This design comes from an exercise in tuning for small area and a short achievable clock period on the open sky130 flow, not from production work. Function was checked by simulation only, so behaviour that the tests miss may differ from the original. Power is estimated from default activity; no workload was simulated.

File: flow/run.sh
#!/bin/bash
# synth_recipe.tcl (not shown) runs the flow's synth.tcl, then flattens the netlist and writes it again
# the make line also repeats each setting of config.mk as NAME=value (left out here)
make -C /OpenROAD-flow-scripts/flow DESIGN_CONFIG=/design/flow/config.mk WORK_HOME=/design/flow/orfs CLKGATE_MAP_FILE= SYNTH_SCRIPT=/design/flow/synth_recipe.tcl finish
File: flow/config.mk
export PLATFORM = sky130hd
export DESIGN_NAME = datapath
export DESIGN_NICKNAME = datapath
export VERILOG_FILES = /design/flow/design.v
export SDC_FILE = /design/flow/constraint.sdc
export NUM_CORES = 4
export LEC_CHECK = 0
export CAP_MARGIN = 20
export CORE_MARGIN = 2
export CORE_UTILIZATION = 30
export SETUP_SLACK_MARGIN = 5
export SLEW_MARGIN = 20
File: flow/constraint.sdc
create_clock -name core_clock -period 13.5 [get_ports {CLK}]
set_input_delay 2.7000 -clock core_clock [delete_from_list [all_inputs] [get_ports {CLK}]]
set_output_delay 2.7000 -clock core_clock [all_outputs]
set_load 0.01 [all_outputs]
File: flow/design.v
package cpu_types_pkg;
  typedef logic [32-1:0] word_t;
  typedef logic [4:0] regbits_t;
  typedef enum logic [5:0] {
    RTYPE = 6'b000000,
    J     = 6'b000010,
    JAL   = 6'b000011,
    BEQ   = 6'b000100,
    BNE   = 6'b000101,
    ADDI  = 6'b001000,
    ADDIU = 6'b001001,
    SLTI  = 6'b001010,
    SLTIU = 6'b001011,
    ANDI  = 6'b001100,
    ORI   = 6'b001101,
    XORI  = 6'b001110,
    LUI   = 6'b001111,
    LW    = 6'b100011,
    SW    = 6'b101011,
    HALT  = 6'b111111
  } opcode_t;
  typedef enum logic [5:0] {
    SLL  = 6'b000000,
    SRL  = 6'b000010,
    JR   = 6'b001000,
    ADD  = 6'b100000,
    ADDU = 6'b100001,
    SUB  = 6'b100010,
    SUBU = 6'b100011,
    AND  = 6'b100100,
    OR   = 6'b100101,
    XOR  = 6'b100110,
    NOR  = 6'b100111,
    SLT  = 6'b101010,
    SLTU = 6'b101011
  } funct_t;
  typedef enum logic [3:0] {
    ALU_SLL  = 4'b0000,
    ALU_SRL  = 4'b0001,
    ALU_ADD  = 4'b0010,
    ALU_SUB  = 4'b0011,
    ALU_AND  = 4'b0100,
    ALU_OR   = 4'b0101,
    ALU_XOR  = 4'b0110,
    ALU_NOR  = 4'b0111,
    ALU_SLT  = 4'b1010,
    ALU_SLTU = 4'b1011
  } aluop_t;
endpackage
package dp_types_pkg;
  typedef enum logic [2:0] {
    PCSRC_NPC = 3'd0,
    PCSRC_REG = 3'd1,
    PCSRC_JMP = 3'd2,
    PCSRC_BR  = 3'd3
  } pcsrc_t;
  typedef enum logic [1:0] {
    REGDST_RD = 2'd0,
    REGDST_RT = 2'd1,
    REGDST_RA = 2'd2
  } regdst_t;
  typedef enum logic [1:0] {
    REGSRC_ALU = 2'd0,
    REGSRC_MEM = 2'd1,
    REGSRC_LUI = 2'd2,
    REGSRC_PC4 = 2'd3
  } regsrc_t;
  typedef enum logic {ALUSRC_REG = 1'b0, ALUSRC_IMM = 1'b1} alusrc_t;
endpackage
`timescale 1ns/1ps
module register_file (
  input  logic        CLK,
  input  logic        nRST,
  input  logic        WEN,
  input  logic [4:0]  wsel,
  input  logic [4:0]  rsel1,
  input  logic [4:0]  rsel2,
  input  logic [31:0] wdat,
  output logic [31:0] rdat1,
  output logic [31:0] rdat2
);
  logic [31:0] regs [1:31];
  logic [31:1] valid;
  logic        pend_v;
  logic [4:0]  pend_sel;
  logic [31:0] pend_d;
  logic [31:1] pmask;
  logic [31:1] ren;
  always_ff @(posedge CLK, negedge nRST) begin
    if (!nRST) pend_v <= 1'b0;
    else       pend_v <= WEN && (wsel != 5'd0);
  end
  always_ff @(posedge CLK) begin
    pend_sel <= wsel;
    pend_d   <= wdat;
  end
  always_comb begin
    for (int i = 1; i < 32; i++) pmask[i] = pend_v && (pend_sel == i[4:0]);
  end
  always_ff @(posedge CLK, negedge nRST) begin
    if (!nRST) valid <= '0;
    else       valid <= valid | pmask;
  end
  always_ff @(posedge CLK) begin
    for (int i = 1; i < 32; i++) begin
      if (pmask[i]) regs[i] <= pend_d;
    end
  end
  assign ren = valid & ~pmask;
  logic [31:0] arr [0:31];
  logic [31:0] en;
  always_comb begin
    arr[0] = 32'd0;
    en[0]  = 1'b0;
    for (int i = 1; i < 32; i++) begin
      arr[i] = regs[i];
      en[i]  = ren[i];
    end
  end
  assign rdat1 = (pend_v && (pend_sel == rsel1)) ? pend_d : (en[rsel1] ? arr[rsel1] : 32'd0);
  assign rdat2 = (pend_v && (pend_sel == rsel2)) ? pend_d : (en[rsel2] ? arr[rsel2] : 32'd0);
endmodule
`timescale 1ns/1ps
module alu (
  input  logic [31:0] a,
  input  logic [31:0] b,
  input  logic        sub,      
  input  logic        uns,      
  input  logic [1:0]  lop,      
  input  logic [2:0]  rsel,     
  output logic [31:0] sum,
  output logic [31:0] res
);
  logic [31:0] bx;
  logic        cout;
  logic        ltu;
  logic        lt;
  logic [31:0] lres;
  logic [31:0] sh_in, sh_out, sh_rev, a_rev;
  assign bx = b ^ {32{sub}};
  assign {cout, sum} = {1'b0, a} + {1'b0, bx} + {32'd0, sub};
  assign ltu = ~cout;
  assign lt  = ltu ^ a[31] ^ b[31];
  always_comb begin
    case (lop)
      2'd0: lres = a & b;
      2'd1: lres = a | b;
      2'd2: lres = a ^ b;
      default: lres = ~(a | b);
    endcase
  end
  always_comb begin
    for (int i = 0; i < 32; i++) a_rev[i] = a[31-i];
  end
  assign sh_in  = (rsel == 3'd3) ? a_rev : a;
  assign sh_out = sh_in >> b[4:0];
  always_comb begin
    for (int i = 0; i < 32; i++) sh_rev[i] = sh_out[31-i];
  end
  always_comb begin
    case (rsel)
      3'd0: res = sum;
      3'd1: res = lres;
      3'd2: res = {31'd0, uns ? ltu : lt};
      3'd3: res = sh_rev;
      default: res = sh_out;
    endcase
  end
endmodule
`timescale 1ns/1ps
module control_unit (
  input  logic [5:0] op,
  input  logic [5:0] fn,
  output logic       is_r,      
  output logic       zext,      
  output logic       sub,
  output logic       uns,
  output logic [1:0] lop,
  output logic [2:0] rsel,
  output logic [1:0] wsrc,      
  output logic [1:0] wdst,      
  output logic       regw,
  output logic       mem,       
  output logic       lw,
  output logic       sw,
  output logic       jr,
  output logic       jmp,
  output logic       br,        
  output logic       hlt
);
  always_comb begin
    is_r = (op == 6'h00);
    zext = op[2];
    lw   = (op == 6'h23);
    sw   = (op == 6'h2b);
    mem  = lw | sw;
    jr   = is_r && (fn == 6'h08);
    jmp  = (op[5:1] == 5'b00001);
    br   = (op[5:1] == 5'b00010);
    hlt  = (op == 6'h3f);
    sub  = is_r ? fn[1] : (op[5:1] == 5'b00101);
    uns  = is_r ? fn[0] : op[0];
    lop  = is_r ? fn[1:0] : op[1:0];
    rsel = 3'd0;
    if (is_r) begin
      if (fn[5]) begin
        case (fn[3:2])
          2'b00:   rsel = 3'd0;
          2'b01:   rsel = 3'd1;
          default: rsel = 3'd2;
        endcase
      end else begin
        rsel = fn[1] ? 3'd4 : 3'd3;
      end
    end else begin
      case (op[2:1])
        2'b00:   rsel = 3'd0;
        2'b01:   rsel = 3'd2;
        default: rsel = 3'd1;
      endcase
    end
    wsrc = 2'd0;
    wdst = 2'd1;
    regw = 1'b0;
    if (is_r) begin
      wdst = 2'd0;
      case (fn)
        6'h00, 6'h02, 6'h20, 6'h21, 6'h22, 6'h23, 6'h24, 6'h25, 6'h26, 6'h27,
        6'h2a, 6'h2b: regw = 1'b1;
        default: regw = 1'b0;
      endcase
    end else if (op == 6'h03) begin
      wdst = 2'd2;
      wsrc = 2'd3;
      regw = 1'b1;
    end else if (op[5:3] == 3'b001) begin
      wsrc = (op[2:0] == 3'b111) ? 2'd2 : 2'd0;
      regw = 1'b1;
    end else if (lw) begin
      wsrc = 2'd1;
      regw = 1'b1;
    end
  end
endmodule
`timescale 1ns/1ps
import cpu_types_pkg::*;
import dp_types_pkg::*;
module request_unit (
  input  logic CLK,
  input  logic nRST,
  input  logic ihit,
  input  logic dhit,
  input  logic dREN,
  input  logic dWEN,
  output logic dmemREN,
  output logic dmemWEN
);
  always_ff @(posedge CLK, negedge nRST) begin
    if (!nRST) begin
      dmemREN <= 1'b0;
      dmemWEN <= 1'b0;
    end else if (dhit) begin
      dmemREN <= 1'b0;
      dmemWEN <= 1'b0;
    end else if (ihit) begin
      if (dREN) begin
        dmemREN <= 1'b1;
      end
      if (dWEN) begin
        dmemWEN <= 1'b1;
      end
    end
  end
endmodule
`timescale 1ns/1ps
module datapath (
  input  logic        CLK,
  input  logic        nRST,
  output logic        imemREN,
  output logic [31:0] imemaddr,
  input  logic [31:0] imemload,
  input  logic        ihit,
  output logic        dmemREN,
  output logic        dmemWEN,
  output logic [31:0] dmemaddr,
  output logic [31:0] dmemstore,
  input  logic [31:0] dmemload,
  input  logic        dhit,
  output logic        halt
);
  logic        is_r, zext, sub, uns, regw, mem, lw, sw, jr, jmp, br, hlt;
  logic [1:0]  lop, wsrc, wdst;
  logic [2:0]  rsel;
  logic [31:0] rdat1, rdat2;
  logic [31:0] imm32, alu_b, sum, res, wdat;
  logic [4:0]  wsel;
  logic [31:0] cpc, npc, pc4, baddr;
  logic        complete, ihit_live, taken;
  control_unit cu (
    .op(imemload[31:26]), .fn(imemload[5:0]),
    .is_r(is_r), .zext(zext), .sub(sub), .uns(uns), .lop(lop), .rsel(rsel),
    .wsrc(wsrc), .wdst(wdst), .regw(regw), .mem(mem), .lw(lw), .sw(sw),
    .jr(jr), .jmp(jmp), .br(br), .hlt(hlt)
  );
  assign ihit_live = ihit & ~halt;
  assign complete  = mem ? (dhit & ~halt) : ihit_live;
  assign imm32 = {{16{imemload[15] & ~zext}}, imemload[15:0]};
  assign alu_b = is_r ? rdat2 : imm32;
  alu alu0 (
    .a(rdat1), .b(alu_b), .sub(sub), .uns(uns), .lop(lop), .rsel(rsel),
    .sum(sum), .res(res)
  );
  assign pc4   = cpc + 32'd4;
  assign baddr = pc4 + {{14{imemload[15]}}, imemload[15:0], 2'b00};
  assign taken = br && ((rdat1 == rdat2) ^ imemload[26]);
  always_comb begin
    if (jr)         npc = rdat1;
    else if (jmp)   npc = {pc4[31:28], imemload[25:0], 2'b00};
    else if (taken) npc = baddr;
    else            npc = pc4;
  end
  always_ff @(posedge CLK, negedge nRST) begin
    if (!nRST)         cpc <= 32'h0000_0000;
    else if (complete) cpc <= npc;
  end
  always_comb begin
    case (wdst)
      2'd0:    wsel = imemload[15:11];
      2'd1:    wsel = imemload[20:16];
      default: wsel = 5'd31;
    endcase
    case (wsrc)
      2'd0:    wdat = res;
      2'd1:    wdat = dmemload;
      2'd2:    wdat = {imemload[15:0], 16'd0};
      default: wdat = pc4;
    endcase
  end
  register_file rf (
    .CLK(CLK), .nRST(nRST), .WEN(regw & complete), .wsel(wsel),
    .rsel1(imemload[25:21]), .rsel2(imemload[20:16]), .wdat(wdat),
    .rdat1(rdat1), .rdat2(rdat2)
  );
  always_ff @(posedge CLK, negedge nRST) begin
    if (!nRST)                halt <= 1'b0;
    else if (hlt && complete) halt <= 1'b1;
  end
  always_ff @(posedge CLK) begin
    dmemaddr  <= sum;
    dmemstore <= rdat2;
  end
  assign imemREN  = ~halt;
  assign imemaddr = cpc;
  request_unit ru (
    .CLK(CLK), .nRST(nRST), .ihit(ihit_live), .dhit(dhit), .dREN(lw), .dWEN(sw),
    .dmemREN(dmemREN), .dmemWEN(dmemWEN)
  );
endmodule
==> impl_metrics.toml <==
[clock_network]
cts.sinks = 1160
numCtsBuffers = 131
path_clk_slew_ns = 0.06
clk_latency_ns = 0.84
cts_buffer_depth = 3
h-tree-depth = 4
cts_root_buffer = "clkbuf_16"
cts_tree = "built"

[grt]
grt_overflow = 0
grt.total_usage_pct = 33.8
grt_pass1_wl_microns = 493000
first_global_vias = 56100
grt_max_degree = 95
antenna_found_initial = 33

[logic_synthesis]
syn_area_per_cell_sq_um = 10.9
yosysSeqAreaShare_pct = 53.6
yosys_most_used_dff = "edfxtp_1"
netlist_instances = 5745
yosys-top-cells-area = "edfxtp_1 (48%), nand3_1 (6.1%), a22oi_1 (5.7%)"
yosysTopAreaCellShare_pct = 47.7
synth_area_sq_um = 62500
synth_edf_count = 992
synthesis.nets = 5940
yosys_warnings = 7
ys_types = 103
synthArstFlopShare_pct = 5.78
yosysTopAreaCell = "edfxtp_1"
ys_ff_latch = 1160

[worst_hold_path]
hp-class = "flip-flop to flip-flop"
holdPathEnd = "rf.valid[1]$_DFF_PN0_"
worstHoldStart = "rf.valid[1]$_DFF_PN0_"
min_path_cells = 1

[route]
routed_wl_microns = 374000
first_pass_iters = 14
drt_iter0_drc = 14100
vias = 62200
vias_per_cell = 7.00
ant_nets = 0
remaining_drc_errors = 0
wl_per_cell_microns = 42.1

[pwr]
cellLeakagePower_nw = 27.2
powerDensity_nw_per_um2 = 140
ir_drop_mv = 0.144

[outcome]
outcome = "finished clean"

[timing]
max_freq_mhz = 117
tns_ns = 0
worst_pin_slew_ns = 1.27
setup_viol_count_final = 0
hold_violations = 0
rsz0062_at_grt = "yes"
fin_skew_ns = 0.0498
maxSlewViolCount = 0
hold_ws_ns = 0.473
fin_crit_ns = 8.54
max_slew_margin_pct = 14.4
min_period_over_period_pct = 63.2

[job]
drv_cap = 0

[floorplanning]
start_util_pct = 30.2
core_sq_um = 207000
rows = 167
die_w_microns = 460
io_pins = 168
die_h_microns = 460
die_area_sq_um = 212000

[setup_path]
critPathArrivalTime_ns = 9.14
cp-end-kind = "flip-flop"
regToRegSetupSlack_ns = 5.97
cp_max_fo = 28
path_cells = "clkdlybuf4s50_1 -> nor3_2 -> nand2_4 -> buf_4 -> nor3_2 -> buf_4 -> or3_2 -> buf_4 -> nand3_1 -> a32oi_1 -> mux2i_1 -> mux2i_1 -> mux2i_1 -> mux2i_2 -> o2111ai_1 -> a22oi_1 -> o211ai_1"
cp_data_required_time_ns = 14.10
slowest_stage = "a32oi_1"
crit_family = "buffers and inverters"
crit_buf_inv = 4
reg2reg_depth = 26
r2r_end = "rf.pend_d[26]$_DFF_P_"
cp_slowest_stage_delay_ns = 0.98
cp-start-kind = "input port"
reg2reg_from = "rf.pend_sel[1]$_DFF_P_"
worstSetupPathType = "input port to flip-flop"

[final_layout]
n_fill_cell = 20200
drive_gt1_share_pct = 15.4
area_growth_pct = 19.4
final-seq-area_sq_um = 33500
multiInputGateArea_sq_um = 27600
nNetsFinal = 6150

[placed_design]
dp_hpwl_microns = 237000
port_buffers = 167
gp_congestion = 1.06
==> through the flow <==
stage	utilization (%)	cells	total power, mW	instance area [sq um]	setup WS [ns]
after floorplan	-	5745	5.42	62500	5.01
after CTS	35.7	8810	10.3	73900	5.00
after global routing	36.0	8851	10.6	74500	4.93
final	36.0	8882	10.4	74600	4.96
after global placement	33.1	8525	6.49	68500	2.37
after detailed placement	33.1	8528	6.50	68500	2.48
==> how the worst max path moves through the flow <==
| stage | from | endpoint | slack (ns) | cells past startpoint |
|---|---|---|---|---|
| after floorplan | imemload[16] | rf.pend_d[26]$_DFF_P_ | 5.01 | 28 |
| after global placement | imemload[17] | rf.pend_d[30]$_DFF_P_ | 2.37 | 25 |
| after detailed placement | imemload[17] | rf.pend_d[30]$_DFF_P_ | 2.48 | 25 |
| after CTS | imemload[25] | rf.pend_d[30]$_DFF_P_ | 5.00 | 23 |
| after global routing | imemload[22] | rf.pend_d[26]$_DFF_P_ | 4.93 | 23 |
| final | imemload[27] | rf.pend_d[29]$_DFF_P_ | 4.96 | 17 |
==> state kept, by name (all words and copies together) (netlist names) <==
signal,cells
rf.regs,992
rf.pend_sel,5
rf.valid,31
dmemaddr,32
ru.dmemWEN,1
halt,1
cpc,32
dmemstore,32
rf.pend_d,32
rf.pend_v,1
ru.dmemREN,1
==> per-layer routing <==
layer / wire (microns) / vias up / GRT usage [%]
met3: 64000 / 2020 / 16.0
li1: - / 23100 / -
met2: 144000 / 7062 / 45.9
met5: 316 / - / 0.482
met4: 35600 / 26 / 24.0
met1: 130000 / 29900 / 41.7
==> logic make-up (layout without fill, tap and decap cells) <==
kind of cell    Yosys count  count (layout)  share of synthesized area, %
simple gates           2166            2167                          18.7
compound gates         1353            1354                          15.7
flops                  1160            1160                          53.6
buf+inv                 617             931                          4.27
xor+xnor                181             181                          2.56
mux                     141             141                          2.58
fa+ha+maj               127             127                          2.57
other cells               0              33                             0
==> what timing repair did <==
| item | in CTS | in global routing |
|---|---|---|
| pin swaps | 25 | 14 |
| resized for setup | 141 | 89 |
| buffers inserted | 40 | 36 |
| hold buffers | 0 | 0 |
| setup endpoints to repair | 85 | 38 |
| gates cloned | 3 | 2 |
==> Yosys cell counts (46+ instances only) <==
| library cell | count |
|---|---|
| nor3_1 | 70 |
| nor2_1 | 209 |
| xnor2_1 | 110 |
| nand4_1 | 230 |
| nand2_1 | 241 |
| ha_1 | 125 |
| inv_1 | 135 |
| clkbuf_1 | 266 |
| or4_1 | 51 |
| and2_1 | 46 |
| o21ai_0 | 141 |
| and3_1 | 322 |
| a21oi_1 | 205 |
| buf_1 | 48 |
| dfrtp_1 | 67 |
| dfxtp_1 | 101 |
| buf_2 | 127 |
| edfxtp_1 | 992 |
| nand3_1 | 768 |
| a22oi_1 | 476 |
| a2111oi_0 | 98 |
| mux2i_1 | 95 |
| xor2_1 | 69 |
==> power breakdown <==
part           leakage [nW]  switching, mW  internal [mW]  total [mW]
combinational          14.3           1.53          0.751        2.28
clock                  2.19           1.66           2.16        3.82
sequential             10.8          0.211           4.14        4.35
==> cell type report <==
class	count	share of cell area (%)
flip-flops and latches	1160	44.9
multi-input cells	3970	37.0
repair buffers	551	6.58
clock buffers	156	4.77
well taps	2788	4.67
clock inverters	83	1.27
inverters	141	0.724
diodes	33	0.111
==> cells in the final DEF, fill, tap and decap left out, types with 94 or more instances in the layout <==
master / n
o21ai_0: 135
nand4_1: 230
nand3_1: 768
nand2_1: 239
a21oi_1: 201
and3_1: 320
edfxtp_1: 992
inv_1: 135
mux2i_1: 94
nor2_1: 154
clkdlybuf4s50_1: 156
clkbuf_16: 140
a22oi_1: 461
xnor2_1: 106
ha_1: 121
buf_4: 345

-- what the ideal ports hide --
Ports are ideal in the flow. The routed layout listed here was re-timed in OpenROAD. Step 1 sets driving cells, clkbuf_16 on the clock port and buf_2 on the other inputs (assumed; they add their load-dependent delay and slew). Step 2 also shifts input and output timing later by t, the mid clock arrival at the registers, as if the neighbouring blocks saw the same clock. Slacks: ideal / step 1 / step 2; pairs: ideal / step 1.
t (ns): 0.908
setup slack, ns: 4.965 / 5.011 / 4.103
worst register clock-pin slew, ns: 0.07 / 0.07
worst data-port slew with drivers (ns): 0.05
After both steps this run still meets setup and hold. For this run, drivers alone change the setup slack by +0.046 ns; drivers and shift together by -0.862 ns.
